This design comes from an exercise in tuning for small area and a short achievable clock period on the open sky130 flow, not from production work. The RTL was checked by simulation tests, not by an equivalence proof against the original design. Power figures rest on the tool's default switching activity, not on a simulated workload.

**design.v**
```verilog
package cpu_pkg;
    typedef logic [32-1:0] word_t;
    typedef logic [$clog2(32)-1:0] reg_addr_t;
    typedef enum logic [2:0] {
        ALU_ADD,
        ALU_SUB,
        ALU_SLT,
        ALU_SLTU,
        ALU_AND,
        ALU_OR,
        ALU_XOR,
        ALU_LUI
    } alu_op_t;
    typedef struct packed {
        word_t     pc;
        alu_op_t   alu_op;
        word_t     a;
        word_t     b;
        reg_addr_t rd;
        logic      we;
    } ex_payload_t;
    typedef struct packed {
        word_t     pc;
        reg_addr_t rd;
        logic      we;
        word_t     result;
    } wb_payload_t;
endpackage
`timescale 1ns/1ns
module regfile (
    input  logic        clk,
    input  logic        rst_n,
    input cpu_pkg::reg_addr_t   raddr1,
    input cpu_pkg::reg_addr_t   raddr2,
    output cpu_pkg::word_t       rdata1,
    output cpu_pkg::word_t       rdata2,
    input  logic        wb_valid,
    input cpu_pkg::wb_payload_t wb);
    cpu_pkg::word_t regs [32];
    always_ff @(posedge clk or negedge rst_n) begin
        if (!rst_n) begin
            for (int i = 0; i < 32; i++) begin
                regs[i] <= '0;
            end
        end else if (wb_valid && wb.we && (wb.rd != '0)) begin
            regs[wb.rd] <= wb.result;
        end
    end
    assign rdata1 = regs[raddr1];
    assign rdata2 = regs[raddr2];
endmodule
`timescale 1ns/1ns
module fetch_stage (
    input  logic  clk,
    input  logic  rst_n,
    output logic  inst_sram_en,
    output cpu_pkg::word_t inst_sram_addr,
    input cpu_pkg::word_t inst_sram_rdata,
    output logic  id_valid,
    output cpu_pkg::word_t id_pc,
    output cpu_pkg::word_t id_inst);
    cpu_pkg::word_t pc;
    cpu_pkg::word_t req_pc;
    logic  req_valid;
    always_ff @(posedge clk or negedge rst_n) begin
        if (!rst_n) begin
            inst_sram_en <= 1'b0;
            pc           <= 32'h1c000000;
            req_valid    <= 1'b0;
            id_valid     <= 1'b0;
        end else begin
            inst_sram_en <= 1'b1;
            if (inst_sram_en) begin
                pc <= pc + cpu_pkg::word_t'(4);
            end
            req_valid <= inst_sram_en;
            id_valid  <= req_valid;
        end
    end
    assign inst_sram_addr = pc;
    always_ff @(posedge clk) begin
        req_pc  <= pc;
        id_pc   <= req_pc;
        id_inst <= inst_sram_rdata;
    end
endmodule
`timescale 1ns/1ns
module decode_stage (
    input  logic        clk,
    input  logic        rst_n,
    input  logic        id_valid,
    input cpu_pkg::word_t       id_pc,
    input cpu_pkg::word_t       id_inst,
    output cpu_pkg::reg_addr_t   raddr1,
    output cpu_pkg::reg_addr_t   raddr2,
    input cpu_pkg::word_t       rdata1,
    input cpu_pkg::word_t       rdata2,
    input  logic        ex_fwd_valid,
    input cpu_pkg::wb_payload_t ex_fwd,
    input  logic        wb_valid,
    input cpu_pkg::wb_payload_t wb,
    output logic        ex_valid,
    output cpu_pkg::ex_payload_t ex);
    cpu_pkg::reg_addr_t   rd;
    cpu_pkg::reg_addr_t   rj;
    cpu_pkg::reg_addr_t   rk;
    cpu_pkg::word_t       imm_si12;
    cpu_pkg::word_t       imm_lu12i;
    logic        is_addi;
    logic        is_lu12i;
    logic        op3r_hit;
    cpu_pkg::alu_op_t     op3r;
    cpu_pkg::word_t       src_j;
    cpu_pkg::word_t       src_k;
    cpu_pkg::ex_payload_t ex_next;
    function automatic cpu_pkg::word_t fwd_sel(
        input cpu_pkg::reg_addr_t   src,
        input cpu_pkg::word_t       rf_val,
        input logic        exv,
        input cpu_pkg::wb_payload_t exp,
        input logic        wbv,
        input cpu_pkg::wb_payload_t wbp
    );
        fwd_sel = rf_val;
        if (src != '0 && wbv && wbp.we && wbp.rd == src) begin
            fwd_sel = wbp.result;
        end
        if (src != '0 && exv && exp.we && exp.rd == src) begin
            fwd_sel = exp.result;
        end
    endfunction
    assign rd = id_inst[4:0];
    assign rj = id_inst[9:5];
    assign rk = id_inst[14:10];
    assign imm_si12  = {{(32-12){id_inst[21]}}, id_inst[21:10]};
    assign imm_lu12i = {id_inst[24:5], 12'b0};
    assign is_addi  = (id_inst[31:22] == 10'h00a);
    assign is_lu12i = (id_inst[31:25] == 7'h0a);
    always_comb begin
        op3r_hit = 1'b1;
        op3r     = cpu_pkg::ALU_ADD;
        case (id_inst[31:15])
            17'h00020:  op3r = cpu_pkg::ALU_ADD;
            17'h00022:  op3r = cpu_pkg::ALU_SUB;
            17'h00024:  op3r = cpu_pkg::ALU_SLT;
            17'h00025: op3r = cpu_pkg::ALU_SLTU;
            17'h00029:  op3r = cpu_pkg::ALU_AND;
            17'h0002a:   op3r = cpu_pkg::ALU_OR;
            17'h0002b:  op3r = cpu_pkg::ALU_XOR;
            default:        op3r_hit = 1'b0;
        endcase
    end
    assign raddr1 = rj;
    assign raddr2 = rk;
    assign src_j = fwd_sel(rj, rdata1, ex_fwd_valid, ex_fwd, wb_valid, wb);
    assign src_k = fwd_sel(rk, rdata2, ex_fwd_valid, ex_fwd, wb_valid, wb);
    always_comb begin
        ex_next.pc     = id_pc;
        ex_next.rd     = rd;
        ex_next.alu_op = op3r;
        ex_next.a      = src_j;
        ex_next.b      = src_k;
        ex_next.we     = op3r_hit;
        if (is_addi) begin
            ex_next.alu_op = cpu_pkg::ALU_ADD;
            ex_next.b      = imm_si12;
            ex_next.we     = 1'b1;
        end else if (is_lu12i) begin
            ex_next.alu_op = cpu_pkg::ALU_LUI;
            ex_next.b      = imm_lu12i;
            ex_next.we     = 1'b1;
        end
    end
    always_ff @(posedge clk or negedge rst_n) begin
        if (!rst_n) begin
            ex_valid <= 1'b0;
        end else begin
            ex_valid <= id_valid;
        end
    end
    always_ff @(posedge clk) begin
        ex <= ex_next;
    end
endmodule
`timescale 1ns/1ns
module execute_stage (
    input  logic        clk,
    input  logic        rst_n,
    input  logic        ex_valid,
    input cpu_pkg::ex_payload_t ex,
    output logic        ex_fwd_valid,
    output cpu_pkg::wb_payload_t ex_fwd,
    output logic        wb_valid,
    output cpu_pkg::wb_payload_t wb);
    cpu_pkg::word_t alu_result;
    logic  lt_signed;
    logic  lt_unsigned;
    assign lt_signed   = $signed(ex.a) < $signed(ex.b);
    assign lt_unsigned = ex.a < ex.b;
    always_comb begin
        case (ex.alu_op)
            cpu_pkg::ALU_ADD:  alu_result = ex.a + ex.b;
            cpu_pkg::ALU_SUB:  alu_result = ex.a - ex.b;
            cpu_pkg::ALU_SLT:  alu_result = {{(32-1){1'b0}}, lt_signed};
            cpu_pkg::ALU_SLTU: alu_result = {{(32-1){1'b0}}, lt_unsigned};
            cpu_pkg::ALU_AND:  alu_result = ex.a & ex.b;
            cpu_pkg::ALU_OR:   alu_result = ex.a | ex.b;
            cpu_pkg::ALU_XOR:  alu_result = ex.a ^ ex.b;
            cpu_pkg::ALU_LUI:  alu_result = ex.b;
        endcase
    end
    assign ex_fwd_valid = ex_valid;
    always_comb begin
        ex_fwd.pc     = ex.pc;
        ex_fwd.rd     = ex.rd;
        ex_fwd.we     = ex.we;
        ex_fwd.result = alu_result;
    end
    always_ff @(posedge clk or negedge rst_n) begin
        if (!rst_n) begin
            wb_valid <= 1'b0;
        end else begin
            wb_valid <= ex_valid;
        end
    end
    always_ff @(posedge clk) begin
        wb <= ex_fwd;
    end
endmodule
`timescale 1ns/1ns
module cpu_top (
    input  logic      clk,
    input  logic      rst_n,
    output logic      inst_sram_en,
    output cpu_pkg::word_t     inst_sram_addr,
    input cpu_pkg::word_t     inst_sram_rdata,
    output cpu_pkg::word_t     debug_wb_pc,
    output logic [3:0] debug_wb_rf_we,
    output cpu_pkg::reg_addr_t debug_wb_rf_wnum,
    output cpu_pkg::word_t     debug_wb_rf_wdata);
    logic        id_valid;
    cpu_pkg::word_t       id_pc;
    cpu_pkg::word_t       id_inst;
    cpu_pkg::reg_addr_t   rf_raddr1;
    cpu_pkg::reg_addr_t   rf_raddr2;
    cpu_pkg::word_t       rf_rdata1;
    cpu_pkg::word_t       rf_rdata2;
    logic        ex_valid;
    cpu_pkg::ex_payload_t ex;
    logic        ex_fwd_valid;
    cpu_pkg::wb_payload_t ex_fwd;
    logic        wb_valid;
    cpu_pkg::wb_payload_t wb;
    fetch_stage i_fetch (
        .clk             (clk),
        .rst_n           (rst_n),
        .inst_sram_en    (inst_sram_en),
        .inst_sram_addr  (inst_sram_addr),
        .inst_sram_rdata (inst_sram_rdata),
        .id_valid        (id_valid),
        .id_pc           (id_pc),
        .id_inst         (id_inst)
    );
    decode_stage i_decode (
        .clk          (clk),
        .rst_n        (rst_n),
        .id_valid     (id_valid),
        .id_pc        (id_pc),
        .id_inst      (id_inst),
        .raddr1       (rf_raddr1),
        .raddr2       (rf_raddr2),
        .rdata1       (rf_rdata1),
        .rdata2       (rf_rdata2),
        .ex_fwd_valid (ex_fwd_valid),
        .ex_fwd       (ex_fwd),
        .wb_valid     (wb_valid),
        .wb           (wb),
        .ex_valid     (ex_valid),
        .ex           (ex)
    );
    regfile i_regfile (
        .clk      (clk),
        .rst_n    (rst_n),
        .raddr1   (rf_raddr1),
        .raddr2   (rf_raddr2),
        .rdata1   (rf_rdata1),
        .rdata2   (rf_rdata2),
        .wb_valid (wb_valid),
        .wb       (wb)
    );
    execute_stage i_execute (
        .clk          (clk),
        .rst_n        (rst_n),
        .ex_valid     (ex_valid),
        .ex           (ex),
        .ex_fwd_valid (ex_fwd_valid),
        .ex_fwd       (ex_fwd),
        .wb_valid     (wb_valid),
        .wb           (wb)
    );
    assign debug_wb_pc       = wb.pc;
    assign debug_wb_rf_we    = {4{wb_valid && wb.we && (wb.rd != '0)}};
    assign debug_wb_rf_wnum  = wb.rd;
    assign debug_wb_rf_wdata = wb.result;
endmodule
```
**config.mk**
```make
export PLATFORM = sky130hd
export DESIGN_NAME = cpu_top
export DESIGN_NICKNAME = cpu_top
export VERILOG_FILES = /design/flow/design.v
export SDC_FILE = /design/flow/constraint.sdc
export NUM_CORES = 4
export LEC_CHECK = 0
export CAP_MARGIN = 20
export CORE_MARGIN = 2
export CORE_UTILIZATION = 40
export SLEW_MARGIN = 20
```
**run.sh**
```bash
#!/bin/bash
# synth_recipe.tcl (not shown) runs the flow's synth.tcl, then flattens the netlist and writes it again
# the make line also repeats each setting of config.mk as NAME=value (left out here)
make -C /OpenROAD-flow-scripts/flow DESIGN_CONFIG=/design/flow/config.mk WORK_HOME=/design/flow/orfs CLKGATE_MAP_FILE= SYNTH_SCRIPT=/design/flow/synth_recipe.tcl finish
```
**constraint.sdc**
```tcl
create_clock -name core_clock -period 5.0 [get_ports {clk}]
set_input_delay 1.0000 -clock core_clock [delete_from_list [all_inputs] [get_ports {clk}]]
set_output_delay 1.0000 -clock core_clock [all_outputs]
set_load 0.01 [all_outputs]
```
==> summary.txt <==
[report_power, final]
part | leakage [nW] | total [mW] | internal [mW] | switching (mW)
registers | 16.9 | 11.0 | 10.8 | 0.139
clock network | 2.46 | 11.4 | 6.50 | 4.90
logic | 15.5 | 1.39 | 0.392 | 0.996
[sequential cells by signal, summed over array words and instances, names as in the netlist, 30 cells and up]
signal	flops
i_execute.wb	68
i_fetch.req_pc	30
i_regfile.regs	1024
i_fetch.id_pc	30
i_fetch.id_inst	32
i_decode.ex	103
i_fetch.pc	30
[per-layer routing]
layer	wire [µm]	share of wire [%]	vias up	GRT usage, %
li1	-	-	22000	-
met1	116000	37	28400	47.8
met2	127000	40	5214	52.5
met3	47800	15	1587	15.6
met4	26500	8.3	10	24.6
met5	62	0.019	-	0
[final cells by class]
cell class | instances | area (µm²)
fillers | 14700 | 85900
inverters | 135 | 507
diodes | 13 | 32.5
flip-flops and latches | 1322 | 31800
clock buffers | 207 | 4210
clock inverters | 59 | 901
multi-input cells | 3936 | 30900
well taps | 2160 | 2700
repair buffers | 420 | 4040
[final timing paths]
check / endpoint
max: i_decode.ex[19]
min: i_regfile.regs[25][1]
max reg2reg: i_decode.ex[19]
min reg2reg: i_execute.wb[65]
max in group asynchronous: i_regfile.regs[6][0]
min in group core_clock: i_execute.wb[65]
[metrics by stage]
stage / total power [mW] / std cells
3_3_place_gp: 12.5 / 7965
2_1_floorplan: 11.7 / 5995
3_5_place_dp: 12.5 / 7970
4_1_cts: 23.8 / 8236
6_report: 23.8 / 8252
5_1_grt: 24.3 / 8239
[logic make-up (layout without fill, tap and decap cells)]
family	count (synthesis)	count (layout)	share of synthesized area (%)
other cells	2	18	0.0116
flops	1322	1322	48.9
xor+xnor	70	70	0.944
fa+ha+maj	99	99	1.93
buf+inv	737	821	4.74
simple gates	1193	1193	8.50
mux	1067	1067	18.7
compound gates	1502	1502	16.3
[synthesized netlist by cell type, types with 12 or more instances]
cell type / number
sky130_fd_sc_hd__a211oi_1: 17
sky130_fd_sc_hd__a21o_1: 28
sky130_fd_sc_hd__a21oi_1: 235
sky130_fd_sc_hd__a221oi_1: 21
sky130_fd_sc_hd__a22oi_1: 944
sky130_fd_sc_hd__and3_1: 21
sky130_fd_sc_hd__buf_1: 35
sky130_fd_sc_hd__buf_2: 21
sky130_fd_sc_hd__buf_4: 74
sky130_fd_sc_hd__clkbuf_1: 471
sky130_fd_sc_hd__dfrtp_1: 1056
sky130_fd_sc_hd__dfxtp_1: 263
sky130_fd_sc_hd__ha_1: 97
sky130_fd_sc_hd__inv_1: 125
sky130_fd_sc_hd__mux2_1: 63
sky130_fd_sc_hd__mux2_2: 944
sky130_fd_sc_hd__mux2i_1: 44
sky130_fd_sc_hd__mux4_2: 16
sky130_fd_sc_hd__nand2_1: 468
sky130_fd_sc_hd__nand2b_1: 16
sky130_fd_sc_hd__nand3_1: 72
sky130_fd_sc_hd__nand4_1: 92
sky130_fd_sc_hd__nor2_1: 261
sky130_fd_sc_hd__nor2b_1: 17
sky130_fd_sc_hd__nor3_1: 100
sky130_fd_sc_hd__nor4_1: 67
sky130_fd_sc_hd__o211ai_1: 13
sky130_fd_sc_hd__o21ai_0: 53
sky130_fd_sc_hd__o21ai_1: 44
sky130_fd_sc_hd__o21bai_1: 20
sky130_fd_sc_hd__o22ai_1: 12
sky130_fd_sc_hd__o31ai_1: 15
sky130_fd_sc_hd__or3_1: 19
sky130_fd_sc_hd__xnor2_1: 46
sky130_fd_sc_hd__xor2_1: 24
==> flow_metrics.tcl <==
set metrics [dict create \
    coreArea_um2 161000 \
    postLayoutCoreUtil_pct 46.6 \
    slowest_delay_ps 970 \
    timing.critical_path.fanout_max 17 \
    crit_path_setup_slack_layout_ps 288 \
    via_count 57200 \
    floorplan.initialDensity_pct 40.4 \
    synthesis.area_um2 65000 \
    fmax_mhz 212 \
    cts_hold_buf 0 \
    crit_buf_inv 2 \
    final_max_slew_viol_count 0 \
    global_route.overflow_total 0 \
    synth-seq-cells 1322 \
    clock_sink_count 1322 \
    die_y_um 407 \
    crit_family "simple AND/OR/NAND/NOR gates" \
    setup.worst_path.end_class "flop" \
    ir_worst_vdd_mv 0.372 \
    setup_viol_count_final 0 \
    cts_post_setup_buffers_inserted 0 \
    yosysWarningCount 5 \
    final_cell_area_um2 75000 \
    rows 147 \
    synth_ff_type "sky130_fd_sc_hd__dfrtp_1" \
    status "timing/DRC/antenna clean" \
    die_area_um2 166000 \
    wirelength_um 318000 \
    tightestPinTransition_ps 1310 \
    initialDrtViolationCount 9653 \
    syn-instance-count 5992 \
    viasPerCell 6.93 \
    layout.cells.most_common "sky130_fd_sc_hd__dfrtp_1" \
    cts-resized-gates 0 \
    cts.htree.levels 4 \
    die_w_um 407 \
    hold_slack_ps 196 \
    seq_total_area_yosys_pct 48.9 \
    cell_types_with_the_largest_area_share_after_synthesis "sky130_fd_sc_hd__dfrtp_1, sky130_fd_sc_hd__mux2_2, sky130_fd_sc_hd__a22oi_1" \
    drt-pass1-iter-count 8 \
    grt_first_pass_wirelength_um 437000 \
    worst_hold_path_type "in -> async" \
    max-clock-path-buffers 3 \
    number_of_antenna_violations_at_the_first_check_in_global_routing 14 \
    clk_pin_slew_ps 60 \
    worstSetupPathDepth 11 \
    synth_largest_area_cell "sky130_fd_sc_hd__dfrtp_1" \
    clk_latency_ps 820 \
    drive_gt1_share_pct 26.6 \
    fin_tns_setup_ps 0 \
    cts-root-buf "sky130_fd_sc_hd__clkbuf_16" \
    ff2ff_setup_slack_ps 290 \
    worst_setup_path_start_kind "flop" \
    cts_inserted_buffers 146 \
    netlist.area_leader.share_pct 40.7 \
    nets 6094 \
    dpl_cell_area_um2 69800 \
    first_global_vias 54500 \
    crit_path_cell_trace "buf_4, or3_1, nor2_4, buf_4, a22oi_1, nand4_1, nor3_1, a21oi_1, mux2i_1, o21ai_1, a21o_1" \
    yosysUniqueCellTypes 86 \
    worstSetupPathType "reg -> reg" \
    placement.io_buffers 135 \
    postSynthAreaPerCell_um2 10.8 \
    syn_to_final_growth_pct 15.5 \
    place.gp.congestion 1.00 \
    grt_start_max_net_pins 104 \
    timing.critical_path.from "i_fetch.id_inst[11]" \
    final.min_clock_period_ps 4710 \
    placement.setup.worst_slack_ps 785 \
    slowest_stage "sky130_fd_sc_hd__nor2_4" \
    fraction_of_registers_with_async_set_or_reset_after_synthesis_pct 80.1 \
    worst-r2r-cell-count 11 \
    synth_edf_count 0 \
    detail_route.drc_violations 0 \
    cellPowerDensity_nw_per_um2 317 \
    ant_nets 0 \
    hold_viol_final 0 \
    clock_skews_ps 46.0 \
    cp_data_required_time_ps 5760 \
    crit_top_cell "sky130_fd_sc_hd__buf_4" \
    io_pins 140 \
    detailedPlacementHpwl_um 199000 \
    globalRouteTotalUtil_pct 37.7 \
    rr_startpoint "i_fetch.id_inst[11]" \
    mostFrequentLayoutCells "sky130_fd_sc_hd__dfrtp_1, sky130_fd_sc_hd__a22oi_1, sky130_fd_sc_hd__mux2_2" \
    finalCritPeriodShare_pct 94.2 \
    grt_setup_unrepaired "false" \
    power.static_leakage_nw 34.8 \
    maxCapViolations 0 \
    worstPathArrival_ps 5470 \
    timing.max_slew.rel_slack_pct 12.5 \
    cts_tree "yes" \
    route.detailed.wl_per_inst_um 38.5 \
]

[afterwards: timing with drivers on the ports]
In the flow no input, the clock included, has a driving cell. The finished layout below was timed again as built, in two steps.
Step 1: set_driving_cell puts a clkbuf_16 on clk and a buf_2 on each other input, an assumption about the parent block.
Step 2 times the ports against the registers' clock, not the clock port: input delays grow and output delays shrink by t, the midpoint of the rising clock arrivals with the driver on.
Three values: ideal, step 1, step 2; two values: the first two.
t, ns: 0.887
setup WS [ns]: 0.288 / 0.288 / 0.288
latest minus earliest clock arrival (ns): 0.058 / 0.058
worst slew at a driven data input, ns: 0.05
pins driven straight from the clock port: 1
After both steps setup and hold are still met in this run. The setup slack of this run moves by 0.000 ns with the drivers and by 0.000 ns with both steps.
